Background: an optimization exercise with open tools, aiming at small area, a short achievable clock period and few clock cycles. Do not read the settings as production practice. At most, simulation tests tie the RTL to the original design; equivalence was not proved. Power is estimated from default activity; no workload was simulated.

==> inputs of run a <==
==> flow/design.v <==
`timescale 1ns/1ps
module cpu_core (
    input  logic        clk,
    input  logic        rst,
    input  logic [15:0] instr_in,
    output logic [15:0] pc,
    output logic        dmem_req_valid,
    output logic        dmem_req_store,
    output logic [15:0] dmem_req_addr,
    output logic [15:0] dmem_req_wdata,
    input  logic        dmem_rsp_credit,
    input  logic [15:0] dmem_rsp_rdata
);
    logic [1:0]  cls;
    logic [2:0]  op, dst;
    logic [4:0]  low;
    logic [7:0]  s1, sb;       
    logic        ir_valid;
    logic        credit_q;
    logic        ld_pending;
    logic [2:0]  ld_dst;
    logic [15:0] regs [8];
    logic        clr;
    logic [2:0] f_rb;
    assign f_rb = (instr_in[15:14] == 2'b10) ? instr_in[10:8] : instr_in[4:2];
    logic [15:0] imm;
    assign imm = {{11{low[4]}}, low};
    logic is_alu, is_mem, is_jmp, is_ld;
    assign is_alu = ~cls[1];
    assign is_mem = cls[1] & ~cls[0] & (op[2:1] == 2'b00);
    assign is_ld  = is_mem & ~op[0];
    assign is_jmp = cls[1] & cls[0];
    logic use_s1, use_sb, use_dst;
    assign use_s1  = is_alu | is_mem | (is_jmp & ~op[2]);
    assign use_sb  = (cls == 2'b00) | is_mem | (is_jmp & ~op[2]);
    assign use_dst = is_alu | is_ld;
    logic [15:0] a, rbv;
    always_comb begin
        a   = '0;
        rbv = '0;
        for (int i = 0; i < 8; i++) begin
            a   = a   | (regs[i] & {16{s1[i]}});
            rbv = rbv | (regs[i] & {16{sb[i]}});
        end
    end
    logic [15:0] b;
    logic [2:0]  aop;
    logic        sub;
    logic [15:0] sum;
    logic [15:0] res;
    assign b   = cls == 2'b00 ? rbv : imm;
    assign aop = is_alu ? op : 3'd0;
    assign sub = (aop == 3'd1) | (aop == 3'd7);
    logic [15:0] bx, kp, kg;
    assign bx = b ^ {16{sub}};
    always_comb begin
        logic [15:0] p, g, pn, gn;
        p = a ^ bx;
        g = a & bx;
        g[0] = g[0] | (p[0] & sub);
        kp = p;
        for (int d = 1; d < 16; d = d * 2) begin
            gn = g;
            pn = p;
            for (int i = d; i < 16; i++) begin
                gn[i] = g[i] | (p[i] & g[i-d]);
                pn[i] = p[i] & p[i-d];
            end
            g = gn;
            p = pn;
        end
        kg = g;
    end
    assign sum = kp ^ {kg[14:0], sub};
    always_comb begin
        case (aop)
            3'd0, 3'd1: res = sum;
            3'd2: res = a & b;
            3'd3: res = a | b;
            3'd4: res = a ^ b;
            3'd5: res = a << b[3:0];
            3'd6: res = a >> b[3:0];
            default: res = {15'd0, (a[15] ^ b[15]) ? a[15] : sum[15]};
        endcase
    end
    logic cond, taken;
    always_comb begin
        case (op)
            3'd0: cond = 1'b1;
            3'd1: cond = (a == 16'd0);
            3'd2: cond = (a != 16'd0);
            3'd3: cond = a[15];
            default: cond = 1'b0;
        endcase
    end
    assign taken = ir_valid & is_jmp & cond;
    logic [7:0] ld_oh;
    always_comb begin
        ld_oh = '0;
        ld_oh[ld_dst] = 1'b1;
    end
    logic haz, avail, ld_wr, stall, issue, e_wr;
    assign haz   = ld_pending & ((use_s1 & |(s1 & ld_oh)) |
                                 (use_sb & |(sb & ld_oh)) |
                                 (use_dst & (dst == ld_dst)));
    assign avail = (credit_q & ~dmem_req_valid) | dmem_rsp_credit;
    assign ld_wr = ld_pending & dmem_rsp_credit;
    assign e_wr  = ir_valid & is_alu;
    assign stall = ir_valid & (haz | (is_mem & ~avail) | (is_alu & ld_wr));
    assign issue = ir_valid & is_mem & ~haz & avail;
    logic [7:0]  we;
    logic [2:0]  wa;
    logic [15:0] wd;
    logic        ld_sel, alu_sel;
    assign wa      = ld_wr ? ld_dst : dst;
    assign ld_sel  = ld_wr & ~clr;
    assign alu_sel = ~ld_wr & ~clr;
    assign wd      = ({16{ld_sel}} & dmem_rsp_rdata) | ({16{alu_sel}} & res);
    always_comb begin
        for (int i = 0; i < 8; i++)
            we[i] = clr | ((ld_wr | (e_wr & ~haz)) & (wa == 3'(i)));
    end
    always_ff @(posedge clk) begin
        for (int i = 0; i < 8; i++)
            if (we[i]) regs[i] <= wd;
    end
    always_ff @(posedge clk or posedge rst) begin
        if (rst) clr <= 1'b1;
        else     clr <= 1'b0;
    end
    always_ff @(posedge clk or posedge rst) begin
        if (rst) begin
            pc       <= '0;
            ir_valid <= 1'b0;
        end else if (!stall) begin
            pc       <= taken ? rbv : pc + 16'd1;
            ir_valid <= ~taken;
        end
    end
    always_ff @(posedge clk) begin
        if (!stall) begin
            cls <= instr_in[15:14];
            op  <= instr_in[13:11];
            dst <= instr_in[10:8];
            low <= instr_in[4:0];
            for (int i = 0; i < 8; i++) begin
                s1[i] <= (instr_in[7:5] == 3'(i));
                sb[i] <= (f_rb == 3'(i));
            end
        end
    end
    always_ff @(posedge clk or posedge rst) begin
        if (rst) begin
            dmem_req_valid <= 1'b0;
            credit_q       <= 1'b1;
            ld_pending     <= 1'b0;
        end else begin
            dmem_req_valid <= issue;
            credit_q       <= avail & ~issue;
            if (issue) ld_pending <= is_ld;
            else if (dmem_rsp_credit) ld_pending <= 1'b0;
        end
    end
    always_ff @(posedge clk) begin
        dmem_req_store <= op[0];
        dmem_req_addr  <= sum;
        dmem_req_wdata <= rbv;
        if (issue) ld_dst <= dst;
    end
endmodule
==> flow/flow/run.sh <==
#!/bin/bash
# Standard layout (the standard flow's synthesis, constraints and steps) with these
# changes to how it is made:
#  - port buffers are buf_1 cells instead of the default choice;
#  - up to clock-tree synthesis, timing repair aims for a setup margin of
#    M1 ns, so the resizer improves the critical paths below the 10 ns clock;
#    it repairs the worst path only (TNS_END_PERCENT 0), since only the
#    worst slack counts;
set -euo pipefail
M1=6.5
M2=6.0
BUF="BUFFER_PORTS_ARGS=-buffer_cell sky130_fd_sc_hd__buf_1"
bash standard.sh SETUP_SLACK_MARGIN=$M1 TNS_END_PERCENT=0 "$BUF" cts > flow_make_1.log 2>&1
bash standard.sh SETUP_SLACK_MARGIN=$M2 TNS_END_PERCENT=0 "$BUF" finish > flow_make_2.log 2>&1
==> flow/standard.sh <==
#!/bin/bash
# synth_recipe.tcl (not shown) runs the flow's synth.tcl, then flattens the netlist and writes it again
# the make line also repeats each setting of config.mk as NAME=value (left out here)
make -C /OpenROAD-flow-scripts/flow DESIGN_CONFIG=/design/flow/config.mk WORK_HOME=/design/flow/orfs CLKGATE_MAP_FILE= SYNTH_SCRIPT=/design/flow/synth_recipe.tcl "${@:-finish}"
==> flow/config.mk <==
export PLATFORM = sky130hd
export DESIGN_NAME = cpu_core
export DESIGN_NICKNAME = cpu_core
export VERILOG_FILES = /design/flow/design.v
export SDC_FILE = /design/flow/constraint.sdc
export NUM_CORES = 4
export LEC_CHECK = 0
export CAP_MARGIN = 20
export CORE_MARGIN = 2
export CORE_UTILIZATION = 50
export CTS_BUF_LIST = sky130_fd_sc_hd__clkbuf_16
export CTS_CLUSTER_DIAMETER = 120
export CTS_CLUSTER_SIZE = 25
export SLEW_MARGIN = 20
==> flow/constraint.sdc <==
create_clock -name core_clock -period 10.0 [get_ports {clk}]
set_input_delay 2.0000 -clock core_clock [delete_from_list [all_inputs] [get_ports {clk}]]
set_output_delay 2.0000 -clock core_clock [all_outputs]
set_load 0.01 [all_outputs]
==> run b (differences from run a) <==
--- a/flow/design.v
+++ b/flow/design.v
@@ -51,27 +51,7 @@
     assign b   = cls == 2'b00 ? rbv : imm;
     assign aop = is_alu ? op : 3'd0;
     assign sub = (aop == 3'd1) | (aop == 3'd7);
-    logic [15:0] bx, kp, kg;
-    assign bx = b ^ {16{sub}};
-    always_comb begin
-        logic [15:0] p, g, pn, gn;
-        p = a ^ bx;
-        g = a & bx;
-        g[0] = g[0] | (p[0] & sub);
-        kp = p;
-        for (int d = 1; d < 16; d = d * 2) begin
-            gn = g;
-            pn = p;
-            for (int i = d; i < 16; i++) begin
-                gn[i] = g[i] | (p[i] & g[i-d]);
-                pn[i] = p[i] & p[i-d];
-            end
-            g = gn;
-            p = pn;
-        end
-        kg = g;
-    end
-    assign sum = kp ^ {kg[14:0], sub};
+    assign sum = a + (sub ? ~b : b) + {15'd0, sub};
     always_comb begin
         case (aop)
             3'd0, 3'd1: res = sum;
==> flow/flow/run.sh (replaced) <==
#!/bin/bash
set -euo pipefail
MARGIN=${MARGIN:-6.1}
bash standard.sh \
  SETUP_SLACK_MARGIN=$MARGIN \
  "BUFFER_PORTS_ARGS=-buffer_cell sky130_fd_sc_hd__buf_1" \
  finish > flow_make.log 2>&1
==> flow/config.mk (replaced) <==
export PLATFORM = sky130hd
export DESIGN_NAME = cpu_core
export DESIGN_NICKNAME = cpu_core
export VERILOG_FILES = /design/flow/design.v
export SDC_FILE = /design/flow/constraint.sdc
export NUM_CORES = 4
export LEC_CHECK = 0
export CAP_MARGIN = 20
export CORE_MARGIN = 2
export CORE_UTILIZATION = 40
export SLEW_MARGIN = 20
==> run c (differences from run a) <==
==> flow/design.v (replaced) <==
`timescale 1ns/1ps
module cpu_core (
    input  logic        clk,
    input  logic        rst,
    input  logic [15:0] instr_in,
    output logic [15:0] pc,
    output logic        dmem_req_valid,
    output logic        dmem_req_store,
    output logic [15:0] dmem_req_addr,
    output logic [15:0] dmem_req_wdata,
    input  logic        dmem_rsp_credit,
    input  logic [15:0] dmem_rsp_rdata
);
    logic [15:0] ir;
    logic        ir_valid;
    logic        credit_q;
    logic        ld_pending;
    logic [2:0]  ld_dst;
    logic [15:0] regs [8];
    logic [1:0] cls;
    logic [2:0] op, dst, rs1, rs2, rb;
    logic [15:0] imm;
    assign cls = ir[15:14];
    assign op  = ir[13:11];
    assign dst = ir[10:8];
    assign rs1 = ir[7:5];
    assign rs2 = ir[4:2];
    assign imm = {{11{ir[4]}}, ir[4:0]};
    assign rb  = cls[1] & ~cls[0] ? dst : rs2;
    logic is_alu, is_mem, is_jmp, is_ld, is_st;
    assign is_alu = ~cls[1];
    assign is_mem = cls[1] & ~cls[0] & (op[2:1] == 2'b00);
    assign is_ld  = is_mem & ~op[0];
    assign is_st  = is_mem & op[0];
    assign is_jmp = cls[1] & cls[0];
    logic use_rs1, use_rs2, use_dst;
    assign use_rs1 = is_alu | is_mem | (is_jmp & ~op[2]);
    assign use_rs2 = (cls == 2'b00) | (is_jmp & ~op[2]);
    assign use_dst = is_alu | is_mem;
    logic [15:0] a, rbv;
    assign a   = regs[rs1];
    assign rbv = regs[rb];
    logic [15:0] b;
    logic [2:0]  aop;
    logic        sub;
    logic [15:0] sum;
    logic [15:0] res;
    assign b   = cls == 2'b00 ? rbv : imm;
    assign aop = is_alu ? op : 3'd0;
    assign sub = (aop == 3'd1) | (aop == 3'd7);
    assign sum = a + (sub ? ~b : b) + {15'd0, sub};
    always_comb begin
        case (aop)
            3'd0, 3'd1: res = sum;
            3'd2: res = a & b;
            3'd3: res = a | b;
            3'd4: res = a ^ b;
            3'd5: res = a << b[3:0];
            3'd6: res = a >> b[3:0];
            default: res = {15'd0, (a[15] ^ b[15]) ? a[15] : sum[15]};
        endcase
    end
    logic cond, taken;
    always_comb begin
        case (op)
            3'd0: cond = 1'b1;
            3'd1: cond = (a == 16'd0);
            3'd2: cond = (a != 16'd0);
            3'd3: cond = a[15];
            default: cond = 1'b0;
        endcase
    end
    assign taken = ir_valid & is_jmp & cond;
    logic haz, avail, ld_wr, stall, issue, e_wr;
    assign haz   = ld_pending & ((use_rs1 & (rs1 == ld_dst)) |
                                 (use_rs2 & (rs2 == ld_dst)) |
                                 (use_dst & (dst == ld_dst)));
    assign avail = (credit_q & ~dmem_req_valid) | dmem_rsp_credit;
    assign ld_wr = ld_pending & dmem_rsp_credit;
    assign e_wr  = ir_valid & is_alu;
    assign stall = ir_valid & (haz | (is_mem & ~avail) | (is_alu & ld_wr));
    assign issue = ir_valid & is_mem & ~haz & avail;
    logic        we;
    logic [2:0]  wa;
    logic [15:0] wd;
    assign we = ld_wr | (e_wr & ~haz);
    assign wa = ld_wr ? ld_dst : dst;
    assign wd = ld_wr ? dmem_rsp_rdata : res;
    always_ff @(posedge clk or posedge rst) begin
        if (rst) begin
            for (int i = 0; i < 8; i++) regs[i] <= '0;
        end else if (we) begin
            regs[wa] <= wd;
        end
    end
    always_ff @(posedge clk or posedge rst) begin
        if (rst) begin
            pc       <= '0;
            ir_valid <= 1'b0;
        end else if (!stall) begin
            pc       <= taken ? rbv : pc + 16'd1;
            ir_valid <= ~taken;
        end
    end
    always_ff @(posedge clk) begin
        if (!stall) ir <= instr_in;
    end
    always_ff @(posedge clk or posedge rst) begin
        if (rst) begin
            dmem_req_valid <= 1'b0;
            credit_q       <= 1'b1;
            ld_pending     <= 1'b0;
        end else begin
            dmem_req_valid <= issue;
            credit_q       <= avail & ~issue;
            if (issue) ld_pending <= is_ld;
            else if (dmem_rsp_credit) ld_pending <= 1'b0;
        end
    end
    always_ff @(posedge clk) begin
        dmem_req_store <= op[0];
        dmem_req_addr  <= sum;
        dmem_req_wdata <= rbv;
        if (issue) ld_dst <= dst;
    end
endmodule
==> flow/run.sh (new file) <==
#!/bin/bash
# synth_recipe.tcl (not shown) runs the flow's synth.tcl, then flattens the netlist and writes it again
# the make line also repeats each setting of config.mk as NAME=value (left out here)
make -C /OpenROAD-flow-scripts/flow DESIGN_CONFIG=/design/flow/config.mk WORK_HOME=/design/flow/orfs CLKGATE_MAP_FILE= SYNTH_SCRIPT=/design/flow/synth_recipe.tcl finish
==> flow/config.mk (replaced) <==
export PLATFORM = sky130hd
export DESIGN_NAME = cpu_core
export DESIGN_NICKNAME = cpu_core
export VERILOG_FILES = /design/flow/design.v
export SDC_FILE = /design/flow/constraint.sdc
export NUM_CORES = 4
export LEC_CHECK = 0
export ABC_CLOCK_PERIOD_IN_PS = 3000
export CAP_MARGIN = 20
export CORE_MARGIN = 2
export CORE_UTILIZATION = 40
export SETUP_SLACK_MARGIN = 5
export SLEW_MARGIN = 20
removed: flow/flow/run.sh
removed: flow/standard.sh
==> comparison table <==
item	run b	run a	run c
Run status	no timing/DRC/antenna violations	no timing/DRC/antenna violations	no timing/DRC/antenna violations
Critical path depth	16	11	21
Switching power	0.00139 W	0.00136 W	0.00210 W
Distinct cell type count of the synthesized netlist	80	84	78
Yosys top cell by area	sky130_fd_sc_hd__edfxtp_1	sky130_fd_sc_hd__edfxtp_1	sky130_fd_sc_hd__dfrtp_1
Internal Dissipation	0.00222 W	0.00203 W	0.00275 W
Total number of H-tree levels	1	1	4
Relative area change from synthesis to final layout	25.5%	15.2%	26.5%
Router iterations before antenna repair	5	5	6
Tap Cells	396	324	442
Syn avg cell area	10.4 sq um	10.7 sq um	9.48 sq um
Reg2Reg Depth	16	11	21
Sum of met3 wire segment lengths after detailed routing	5.41 mm	4.78 mm	5.29 mm
Testbench counts of run a, summed over its fixed seeds: cycles 43,778.
Testbench counts of run b, summed over its fixed seeds: cycles 43,778.
No functional check of the RTL was part of run c.

separate check: timing with driven ports:
No port has a modelled driver above. Below, the same layouts with a new extraction and two added sets of constraints. Step 1 (the two cells are an assumption about what drives the block):
set clk [get_ports {clk}]
set_driving_cell -lib_cell sky130_fd_sc_hd__clkbuf_16 $clk
set_driving_cell -lib_cell sky130_fd_sc_hd__buf_2 [delete_from_list [all_inputs] $clk]
Step 2 moves the port delays by t, midway between the first and last clock arrival at a register: inputs arrive t later, outputs are due t later. That takes back most of the time a late clock gives input paths. Slacks: ideal / step 1 / step 2; pairs: ideal / step 1.
run	t, ns	setup slack, ns	latest minus earliest clock arrival (ns)
run a	0.527	6.081 / 6.081 / 5.706	0.030 / 0.030
run b	0.587	6.096 / 6.096 / 5.603	0.016 / 0.017
run c	0.496	4.985 / 4.985 / 4.785	0.017 / 0.018
After both steps every run listed still meets setup and hold. For run b, which loses most, drivers alone change the setup slack by 0.000 ns; drivers and shift together by -0.493 ns.
